Source: an optimization exercise on an open RTL-to-GDS flow (aim: small area, a short achievable clock period and few clock cycles). Production flows keep margins and buffers that such runs may drop. The RTL was checked by simulation tests, not by an equivalence proof against the original design. Power and IR drop assume default switching activity.

==> design.v <==
`timescale 1ns / 1ps
`default_nettype none
package lcrv_pkg;
    localparam int ROW_W     = 6;
    localparam int GAP_W     = 20;
    localparam int ID_W      = 18;
    localparam int COORD_W   = 19;
    localparam int THR_W     = 16;
    localparam int RUN_DEPTH = 64;
    localparam int RUN_AW    = 6;
    localparam int LEN_W     = 7;
    localparam int GK_W      = ROW_W + 1;
    localparam int SQ_W      = 2 * COORD_W;
    localparam int ROOT_W    = 19;
    localparam logic [GAP_W-1:0] GAP_SAT    = {GAP_W{1'b1}};
    localparam logic [THR_W-1:0] THR_RESET  = 16'd80;
    localparam logic             FUNC_LOAD  = 1'b0;
    localparam logic             FUNC_POINT = 1'b1;
    typedef enum logic [2:0] {
        S_IDLE,
        S_SQ_ADD,
        S_ITER,
        S_DECIDE,
        S_START,
        S_EMIT_RD,
        S_EMIT_LD
    } t_state;
endpackage
`default_nettype wire
`timescale 1ns / 1ps
`default_nettype none
import lcrv_pkg::*;
module lcrv_isqrt (
    input  wire logic                        i_clk,
    input  wire logic                        i_rst_n,
    input  wire logic                        i_start,
    input  wire logic [lcrv_pkg::SQ_W-1:0]   i_radicand,
    output logic                             o_busy,
    output logic      [lcrv_pkg::ROOT_W-1:0] o_root
);
    localparam int REM_W = ROOT_W + 2;
    localparam int CNT_W = $clog2(ROOT_W);
    logic [SQ_W-1:0]   r_v;
    logic [REM_W-1:0]  r_rem;
    logic [ROOT_W-1:0] r_root;
    logic [CNT_W-1:0]  r_cnt;
    logic              r_busy;
    logic [REM_W+1:0]  w_rem2;
    logic [REM_W+1:0]  w_trial;
    logic              w_take;
    assign w_rem2  = {r_rem, r_v[SQ_W-1 -: 2]};
    assign w_trial = (REM_W+2)'({r_root, 2'b01});
    assign w_take  = (w_rem2 >= w_trial);
    always_ff @(posedge i_clk) begin
        if (!i_rst_n) begin
            r_busy <= 1'b0;
        end else if (i_start) begin
            r_busy <= 1'b1;
        end else if (r_busy && (r_cnt == CNT_W'(ROOT_W - 1))) begin
            r_busy <= 1'b0;
        end
    end
    always_ff @(posedge i_clk) begin
        if (i_start) begin
            r_v    <= i_radicand;
            r_rem  <= '0;
            r_root <= '0;
            r_cnt  <= '0;
        end else if (r_busy) begin
            r_v   <= {r_v[SQ_W-3:0], 2'b00};
            r_cnt <= r_cnt + 1'b1;
            if (w_take) begin
                r_rem  <= REM_W'(w_rem2 - w_trial);
                r_root <= {r_root[ROOT_W-2:0], 1'b1};
            end else begin
                r_rem  <= REM_W'(w_rem2);
                r_root <= {r_root[ROOT_W-2:0], 1'b0};
            end
        end
    end
    assign o_busy = r_busy;
    assign o_root = r_root;
endmodule
`default_nettype wire
`timescale 1ns / 1ps
`default_nettype none
module lcrv_ram #(
    parameter int WIDTH = 8,
    parameter int DEPTH = 64
) (
    input  wire logic                     i_clk,
    input  wire logic                     i_we,
    input  wire logic [$clog2(DEPTH)-1:0] i_waddr,
    input  wire logic [WIDTH-1:0]         i_wdata,
    input  wire logic [$clog2(DEPTH)-1:0] i_raddr,
    output logic      [WIDTH-1:0]         o_rdata
);
    logic [WIDTH-1:0] r_mem [DEPTH];
    logic [WIDTH-1:0] r_rdata;
    always_ff @(posedge i_clk) begin
        if (i_we) begin
            r_mem[i_waddr] <= i_wdata;
        end
        r_rdata <= r_mem[i_raddr];
    end
    assign o_rdata = r_rdata;
endmodule
`default_nettype wire
`timescale 1ns / 1ps
`default_nettype none
import lcrv_pkg::*;
module lidar_column_ring_vertical_filter #(
    parameter int ROWS = 64
) (
    input  wire logic                         i_clk,
    input  wire logic                         i_rst_n,
    input  wire logic                         i_in_valid,
    output logic                              o_in_stall,
    input  wire logic                         i_func,
    input  wire logic [lcrv_pkg::ROW_W-1:0]   i_row,
    input  wire logic [lcrv_pkg::GAP_W-1:0]   i_gap_mm,
    input  wire logic [lcrv_pkg::ID_W-1:0]    i_point_id,
    input  wire logic signed [lcrv_pkg::COORD_W-1:0] i_x_mm,
    input  wire logic signed [lcrv_pkg::COORD_W-1:0] i_y_mm,
    input  wire logic signed [lcrv_pkg::COORD_W-1:0] i_z_mm,
    input  wire logic                         i_last_in_column,
    input  wire logic                         i_cfg_we,
    input  wire logic [lcrv_pkg::THR_W-1:0]   i_cfg_wdata,
    output logic                              o_out_valid,
    input  wire logic                         i_out_stall,
    output logic      [lcrv_pkg::ID_W-1:0]    o_point_id_res,
    output logic                              o_is_vertical,
    output logic                              o_last_of_run
);
    localparam int AW = $clog2(ROWS);
    lcrv_pkg::t_state r_state, n_state;
    logic [THR_W-1:0] r_thr;
    logic [ROW_W-1:0]          r_row;
    logic [ID_W-1:0]           r_id;
    logic signed [COORD_W-1:0] r_z;
    logic                      r_last;
    logic [SQ_W-1:0]           r_sqx, r_sqy;
    logic [GK_W-1:0]  r_gk;
    logic             r_gpend;
    logic             r_gzero;
    logic [GAP_W-1:0] r_gsum;
    logic [LEN_W-1:0]          r_len;
    logic [ROW_W-1:0]          r_ref_row;
    logic [ROOT_W-1:0]         r_ref_range;
    logic signed [COORD_W-1:0] r_hmax, r_hmin;
    logic                      r_have;
    logic [LEN_W-1:0] r_ek;
    logic             r_emit2;
    logic             r_after;
    logic             r_out_valid;
    logic [ID_W-1:0]  r_out_id;
    logic             r_out_vert;
    logic             r_out_last;
    logic                      w_in_acc;
    logic                      w_out_take;
    logic                      w_out_free;
    logic signed [SQ_W-1:0]    w_x2, w_y2;
    logic                      w_sq_start;
    logic                      w_sq_busy;
    logic [ROOT_W-1:0]         w_root;
    logic                      w_g_issue;
    logic                      w_g_done;
    logic [GAP_W:0]            w_gadd;
    logic [GAP_W-1:0]          w_grd;
    logic                      w_gap_we;
    logic [ROOT_W-1:0]         w_diff;
    logic                      w_join;
    logic [COORD_W:0]          w_spread;
    logic                      w_vert;
    logic                      w_ek_end;
    logic                      w_final;
    logic                      w_run_we;
    logic [RUN_AW-1:0]         w_run_waddr;
    logic [ID_W-1:0]           w_run_rdata;
    assign w_in_acc   = i_in_valid && !o_in_stall;
    assign w_out_take = r_out_valid && !i_out_stall;
    assign w_out_free = !r_out_valid || !i_out_stall;
    assign w_x2 = SQ_W'(i_x_mm) * SQ_W'(i_x_mm);
    assign w_y2 = SQ_W'(i_y_mm) * SQ_W'(i_y_mm);
    assign w_g_issue = ((r_state == S_SQ_ADD) || (r_state == S_ITER)) &&
                       (r_gk < {1'b0, r_row});
    assign w_g_done  = !(r_gk < {1'b0, r_row}) && !r_gpend;
    assign w_gadd    = {1'b0, r_gsum} + {1'b0, (r_gzero ? '0 : w_grd)};
    assign w_gap_we = w_in_acc && (i_func == FUNC_LOAD) && (32'(i_row) < ROWS);
    assign w_diff = (r_ref_range > w_root) ? (r_ref_range - w_root) : (w_root - r_ref_range);
    assign w_join = r_have && ({1'b0, w_diff} < r_gsum) && (r_len < LEN_W'(RUN_DEPTH));
    assign w_spread = {r_hmax[COORD_W-1], r_hmax} - {r_hmin[COORD_W-1], r_hmin};
    assign w_vert   = (r_len > LEN_W'(1)) && (w_spread > (COORD_W+1)'(r_thr));
    assign w_ek_end = (r_ek == (r_len - 1'b1));
    assign w_final  = w_ek_end && !r_emit2;
    lcrv_ram #(
        .WIDTH (GAP_W),
        .DEPTH (ROWS)
    ) u_gap_ram (
        .i_clk   (i_clk),
        .i_we    (w_gap_we),
        .i_waddr (AW'(i_row)),
        .i_wdata (i_gap_mm),
        .i_raddr (AW'(r_gk)),
        .o_rdata (w_grd)
    );
    lcrv_ram #(
        .WIDTH (ID_W),
        .DEPTH (RUN_DEPTH)
    ) u_run_ram (
        .i_clk   (i_clk),
        .i_we    (w_run_we),
        .i_waddr (w_run_waddr),
        .i_wdata (r_id),
        .i_raddr (r_ek[RUN_AW-1:0]),
        .o_rdata (w_run_rdata)
    );
    lcrv_isqrt u_isqrt (
        .i_clk      (i_clk),
        .i_rst_n    (i_rst_n),
        .i_start    (w_sq_start),
        .i_radicand (r_sqx + r_sqy),
        .o_busy     (w_sq_busy),
        .o_root     (w_root)
    );
    always_comb begin
        n_state = r_state;
        case (r_state)
            S_IDLE: begin
                if (w_in_acc && (i_func == FUNC_POINT)) begin
                    n_state = S_SQ_ADD;
                end
            end
            S_SQ_ADD: begin
                n_state = S_ITER;
            end
            S_ITER: begin
                if (!w_sq_busy && w_g_done) begin
                    n_state = S_DECIDE;
                end
            end
            S_DECIDE: begin
                if (w_join) begin
                    n_state = r_last ? S_EMIT_RD : S_IDLE;
                end else if (r_have) begin
                    n_state = S_EMIT_RD;
                end else begin
                    n_state = S_START;
                end
            end
            S_START: begin
                n_state = (r_last && r_emit2) ? S_EMIT_RD : S_IDLE;
            end
            S_EMIT_RD: begin
                if (w_out_free) begin
                    n_state = S_EMIT_LD;
                end
            end
            S_EMIT_LD: begin
                if (w_ek_end) begin
                    n_state = r_after ? S_START : S_IDLE;
                end else begin
                    n_state = S_EMIT_RD;
                end
            end
            default: begin
                n_state = S_IDLE;
            end
        endcase
    end
    always_comb begin
        o_in_stall  = 1'b1;
        w_sq_start  = 1'b0;
        w_run_we    = 1'b0;
        w_run_waddr = '0;
        case (r_state)
            S_IDLE: begin
                o_in_stall = 1'b0;
            end
            S_SQ_ADD: begin
                w_sq_start = 1'b1;
            end
            S_DECIDE: begin
                w_run_we    = w_join;
                w_run_waddr = r_len[RUN_AW-1:0];
            end
            S_START: begin
                w_run_we = 1'b1;
            end
            default: begin
                o_in_stall = 1'b1;
            end
        endcase
    end
    always_ff @(posedge i_clk) begin
        if (!i_rst_n) begin
            r_state <= S_IDLE;
            r_thr   <= THR_RESET;
        end else begin
            r_state <= n_state;
            if (i_cfg_we) begin
                r_thr <= i_cfg_wdata;
            end
        end
    end
    always_ff @(posedge i_clk) begin
        if (!i_rst_n) begin
            r_gpend <= 1'b0;
        end else begin
            r_gpend <= w_g_issue;
        end
        if (w_in_acc) begin
            r_row  <= i_row;
            r_id   <= i_point_id;
            r_z    <= i_z_mm;
            r_last <= i_last_in_column;
            r_sqx  <= unsigned'(w_x2);
            r_sqy  <= unsigned'(w_y2);
            r_gk   <= {1'b0, r_ref_row};
            r_gsum <= '0;
        end else begin
            if (w_g_issue) begin
                r_gk    <= r_gk + 1'b1;
                r_gzero <= (32'(r_gk) >= ROWS);
            end
            if (r_gpend) begin
                r_gsum <= w_gadd[GAP_W] ? GAP_SAT : w_gadd[GAP_W-1:0];
            end
        end
    end
    always_ff @(posedge i_clk) begin
        if (!i_rst_n) begin
            r_len       <= '0;
            r_ref_row   <= '0;
            r_ref_range <= '0;
            r_hmax      <= '0;
            r_hmin      <= '0;
            r_have      <= 1'b0;
            r_ek        <= '0;
            r_emit2     <= 1'b0;
            r_after     <= 1'b0;
            r_out_valid <= 1'b0;
        end else begin
            if (w_out_take) begin
                r_out_valid <= 1'b0;
            end
            case (r_state)
                S_DECIDE: begin
                    r_ek <= '0;
                    if (w_join) begin
                        r_len       <= r_len + 1'b1;
                        r_ref_row   <= r_row;
                        r_ref_range <= w_root;
                        if (r_z > r_hmax) begin
                            r_hmax <= r_z;
                        end
                        if (r_z < r_hmin) begin
                            r_hmin <= r_z;
                        end
                        r_emit2 <= 1'b0;
                        r_after <= 1'b0;
                    end else begin
                        r_emit2 <= r_last && (r_len < LEN_W'(RUN_DEPTH));
                        r_after <= 1'b1;
                    end
                end
                S_START: begin
                    r_ek    <= '0;
                    r_emit2 <= 1'b0;
                    r_after <= 1'b0;
                    if (r_last && !r_emit2) begin
                        r_len       <= '0;
                        r_ref_row   <= '0;
                        r_ref_range <= '0;
                        r_hmax      <= '0;
                        r_hmin      <= '0;
                        r_have      <= 1'b0;
                    end else begin
                        r_len       <= LEN_W'(1);
                        r_ref_row   <= r_row;
                        r_ref_range <= w_root;
                        r_hmax      <= r_z;
                        r_hmin      <= r_z;
                        r_have      <= 1'b1;
                    end
                end
                S_EMIT_LD: begin
                    r_out_valid <= 1'b1;
                    r_out_id    <= w_run_rdata;
                    r_out_vert  <= w_vert;
                    r_out_last  <= w_final;
                    r_ek        <= r_ek + 1'b1;
                    if (w_ek_end && !r_after) begin
                        r_len       <= '0;
                        r_ref_row   <= '0;
                        r_ref_range <= '0;
                        r_hmax      <= '0;
                        r_hmin      <= '0;
                        r_have      <= 1'b0;
                    end
                end
                default: begin
                    r_ek <= r_ek;
                end
            endcase
        end
    end
    assign o_out_valid    = r_out_valid;
    assign o_point_id_res = r_out_id;
    assign o_is_vertical  = r_out_vert;
    assign o_last_of_run  = r_out_last;
endmodule
`default_nettype wire
==> run.sh <==
#!/bin/bash
# synth_recipe.tcl (not shown) runs the flow's synth.tcl, then flattens the netlist and writes it again
# the make line also repeats each setting of config.mk as NAME=value (left out here)
make -C /OpenROAD-flow-scripts/flow DESIGN_CONFIG=/design/flow/config.mk WORK_HOME=/design/flow/orfs CLKGATE_MAP_FILE= SYNTH_SCRIPT=/design/flow/synth_recipe.tcl finish
==> config.mk <==
export PLATFORM = sky130hd
export DESIGN_NAME = lidar_column_ring_vertical_filter
export DESIGN_NICKNAME = lidar_column_ring_vertical_filter
export VERILOG_FILES = /design/flow/design.v
export SDC_FILE = /design/flow/constraint.sdc
export NUM_CORES = 4
export LEC_CHECK = 0
export CAP_MARGIN = 20
export CORE_MARGIN = 2
export CORE_UTILIZATION = 40
export SLEW_MARGIN = 20
==> constraint.sdc <==
create_clock -name core_clock -period 10.0 [get_ports {i_clk}]
set_input_delay 2.0000 -clock core_clock [delete_from_list [all_inputs] [get_ports {i_clk}]]
set_output_delay 2.0000 -clock core_clock [all_outputs]
set_load 0.01 [all_outputs]
==> flow_metrics.py <==
metrics = {
    "drt": {
        "wl_per_cell_um": 24.5,
        "final_antenna_net_count": 0,
        "first_pass_iters": 6,
        "post-route-drc-count": 0,
        "vias_per_cell": 5.40,
        "drtIter0Drc": 6571,
        "routed-via-count": 72300,
        "drt-total-wl_mm": 328,
    },
    "synthesis": {
        "synthesis.area_um2": 138000,
        "ys_seq_area_share_pct": 60.0,
        "synth.area.top_cells": "edfxtp_1 (57%), mux4_2 (13%), fa_1 (9.7%), ha_1 (4.2%), dfxtp_1 (3.0%)",
        "synth-seq-cells": 2821,
        "async_flop_share_pct": 0,
        "synth_ff_type": "edfxtp_1",
        "syn-num-nets": 9580,
        "yosysUniqueCellTypes": 79,
        "syn_area_per_cell_um2": 16.6,
        "synth_edf_count": 2615,
        "yosys_warnings": 4,
        "synth_cells": 8323,
        "yosys.area.top_type": "edfxtp_1",
        "netlist.area_leader.share_pct": 57.0,
    },
    "status": {
        "status": "no timing/DRC/antenna violations",
    },
    "setup_path": {
        "slowest_delay_ps": 710,
        "cp_data_required_time_ps": 10720,
        "cp-start-kind": "input pin",
        "crit_arrival_ps": 9350,
        "end_kind": "flop",
        "slowest_stage": "clkdlybuf4s50_1",
        "path_cells": "clkdlybuf4s50_1 > buf_4 > nand2_1 > fa_1 > inv_1 > fa_1 > inv_1 > fa_1 > inv_1 > fa_1 > fa_1 > fa_1 > fa_1 > ha_1 > a211o_1 > a21oi_1 > nand2_1 > o21ai_1 > o221ai_1 > a21o_1 > a21o_1 > a21o_1 > or4b_1 > nand3_1",
        "crit_path_max_fanout": 12,
        "crit_type": "in2reg",
        "crit_path_frequent_cell": "fa_1",
    },
    "global_routing": {
        "grt_pass1_wl_mm": 491,
        "grt-ovfl-total": 0,
        "grt_antenna_before_repair": 27,
        "grt_max_degree": 145,
        "first_global_vias": 76300,
        "grt_usage_pct": 18.8,
    },
    "die": {
        "fp-row-count": 215,
        "die-height_um": 591,
        "ios": 146,
        "dieWidth_um": 591,
        "start_util_pct": 40.2,
        "coreArea_um2": 343000,
        "dieArea_um2": 349000,
    },
    "sta": {
        "clock-skew-final_ps": 61.9,
        "max_freq_ghz": 0.116,
        "worst_pin_slew_ps": 1170,
        "rsz0062_at_grt": "false",
        "finalCriticalPeriod_ps": 8630,
        "hold_ws_ps": 383,
        "hold_violations": 0,
        "max-slew-margin-rel_pct": 22.3,
        "final-max-slew-violation-count": 0,
        "setup_violations": 0,
        "min_period_over_period_pct": 86.3,
        "setup_tns_ps": 0,
    },
    "clock_network": {
        "postCtsSetupBuffers": 0,
        "cts_hold_buf": 0,
        "tritoncts": "built",
        "ctsResizeCount": 0,
        "clock_latency_ps": 900,
        "numCtsBuffers": 299,
        "clk_path_buf_depth": 4,
        "cts-htree-levels": 5,
        "clkSinkCount": 2821,
        "cts-root-buf": "clkbuf_16",
        "clk_pin_slew_ps": 60,
    },
    "pwr": {
        "p_leak_nw": 54.7,
        "seqPwrFrac_pct": 28.3,
        "max-vdd-ir-drop_mv": 0.647,
        "power_mw": 53.8,
        "switching_power_mw": 20.4,
        "p_int_mw": 33.5,
        "switching_share_pct": 37.9,
        "powerDensity_nw_per_um2": 347,
        "power_frac_clock_pct": 20.2,
        "pwr-share-comb_pct": 51.4,
    },
    "run": {
        "drv_cap": 0,
    },
    "final_layout": {
        "fin_nets": 9844,
        "drive_gt1_share_pct": 18.1,
        "final_core_util_pct": 45.3,
        "layout_common_cells": "edfxtp_1 (2,615), inv_1 (911), mux4_2 (798), fa_1 (665)",
        "final_common_cell": "edfxtp_1",
        "syn_to_final_growth_pct": 12.6,
    },
    "worst_hold_path": {
        "hp-class": "reg2reg",
    },
    "placement": {
        "place_congestion": 0.851,
        "dp_hpwl_mm": 199,
        "io_buffer_count": 145,
    },
}
==> final timing paths <==
kind                            startpoint                                 to  slack, ps  cells past startpoint
min          u_run_ram.r_rdata[13]$_DFF_P_             r_out_id[13]$_DFFE_PP_        380                      0
max reg2reg    r_ref_range[1]$_SDFFE_PN0P_  u_run_ram.r_mem[27][13]$_DFFE_PP_       2360                     24
max                              i_x_mm[2]                r_sqx[29]$_DFFE_PP_       1370                     24
min reg2reg  u_run_ram.r_rdata[13]$_DFF_P_             r_out_id[13]$_DFFE_PP_        380                      0
==> layout make-up <==
cell class / instances / area (um2)
clock inverter: 170 / 1540
multi-input combinational: 4237 / 51100
sequential: 2821 / 82700
fill: 29400 / 188000
inverter: 914 / 3440
clock buffer: 369 / 8020
timing repair buffer: 314 / 2770
antenna: 9 / 22.5
tap: 4557 / 5700
==> routing by layer <==
layer  wire length [um]  global-route usage, %  up-vias
met1             142000                   26.2    38200
met2             159000                   31.2     2193
met4               6270                   3.80       16
li1                   -                      -    31500
met3              20600                   3.02      432
met5                114                      0        -
==> through the flow <==
stage	cell area (um2)	setup slack [ps]	std cells
final	155000	1370	13400
after global routing	155000	949	13400
after CTS	155000	1410	13400
after detailed placement	146000	516	12800
after global placement	146000	523	12800
after floorplan	138000	1530	8323
==> logic make-up (layout without fill, tap and decap cells) <==
group / after synthesis / after routing / synth area share (%)
flip-flops: 2821 / 2821 / 60.0
buffers and inverters: 1265 / 1767 / 3.47
AND/OR/NAND/NOR: 1262 / 1262 / 4.18
adder cells (fa/ha/maj): 1135 / 1135 / 13.9
multiplexers: 896 / 896 / 13.8
AO/OA/AOI/OAI: 719 / 719 / 3.30
XOR/XNOR: 225 / 225 / 1.43
other: 0 / 9 / 0
==> synth_stat cells (93+ instances only) <==
cell type  count
clkbuf_1     244
mux4_2       798
mux2i_1       93
nor2_1       340
edfxtp_1    2615
o21ai_0      149
a21oi_1      240
ha_1         468
xnor2_1      150
and2_1        99
inv_1        913
fa_1         665
dfxtp_1      206
nand2_1      469
==> power groups by stage <==
stage          clock network (mW)  registers [mW]  logic [mW]
4_1_cts                      11.1            15.3        28.1
3_5_place_dp                    0            15.5        27.8
3_3_place_gp                    0            15.5        27.4
5_1_grt                      11.5            15.3        31.3
2_1_floorplan                   0            15.5        20.8
6_report                     10.9            15.3        27.7
==> critical path, delay by kind of cell <==
kind                       cells  cell delay (ps)
AOI/OAI and AO/OA              7             1630
buffers and inverters          5             1160
adders and majority gates      8             3750
and+or+nand+nor                4              790
==> state kept, by name, indices dropped and copies added, names as in the netlist, 19 cells and up <==
register           count
r_z                   19
r_gsum                20
u_gap_ram.r_rdata     20
u_run_ram.r_mem     1152
u_isqrt.r_rem         21
u_isqrt.r_root        19
r_hmin                19
r_hmax                19
r_sqy                 37
u_isqrt.r_v           38
r_sqx                 37
u_gap_ram.r_mem     1280
r_ref_range           19
Testbench counts, summed over its fixed seeds: cycles 124,140.

[re-timing with driven ports]
Ports are ideal in the flow. The routed layout listed here was re-timed in OpenROAD.
Step 1 sets driving cells, clkbuf_16 on the clock port and buf_2 on the other inputs (assumed; they add their load-dependent delay and slew).
Step 2 moves the port delays by t, midway between the first and last clock arrival at a register: inputs arrive t later, outputs are due t later. That takes back most of the time a late clock gives input paths.
a / b / c = ideal / step 1 / step 2; a / b = the first two.
t (ns): 0.981
setup slack, ns: 1.365 / 1.435 / 0.453
worst hold slack (ns): 0.383 / 0.383 / 0.383
worst slew at a driven data input, ns: 0.15
After both steps this run still meets setup and hold. The setup slack of this run moves by +0.070 ns with the drivers and by -0.912 ns with both steps.
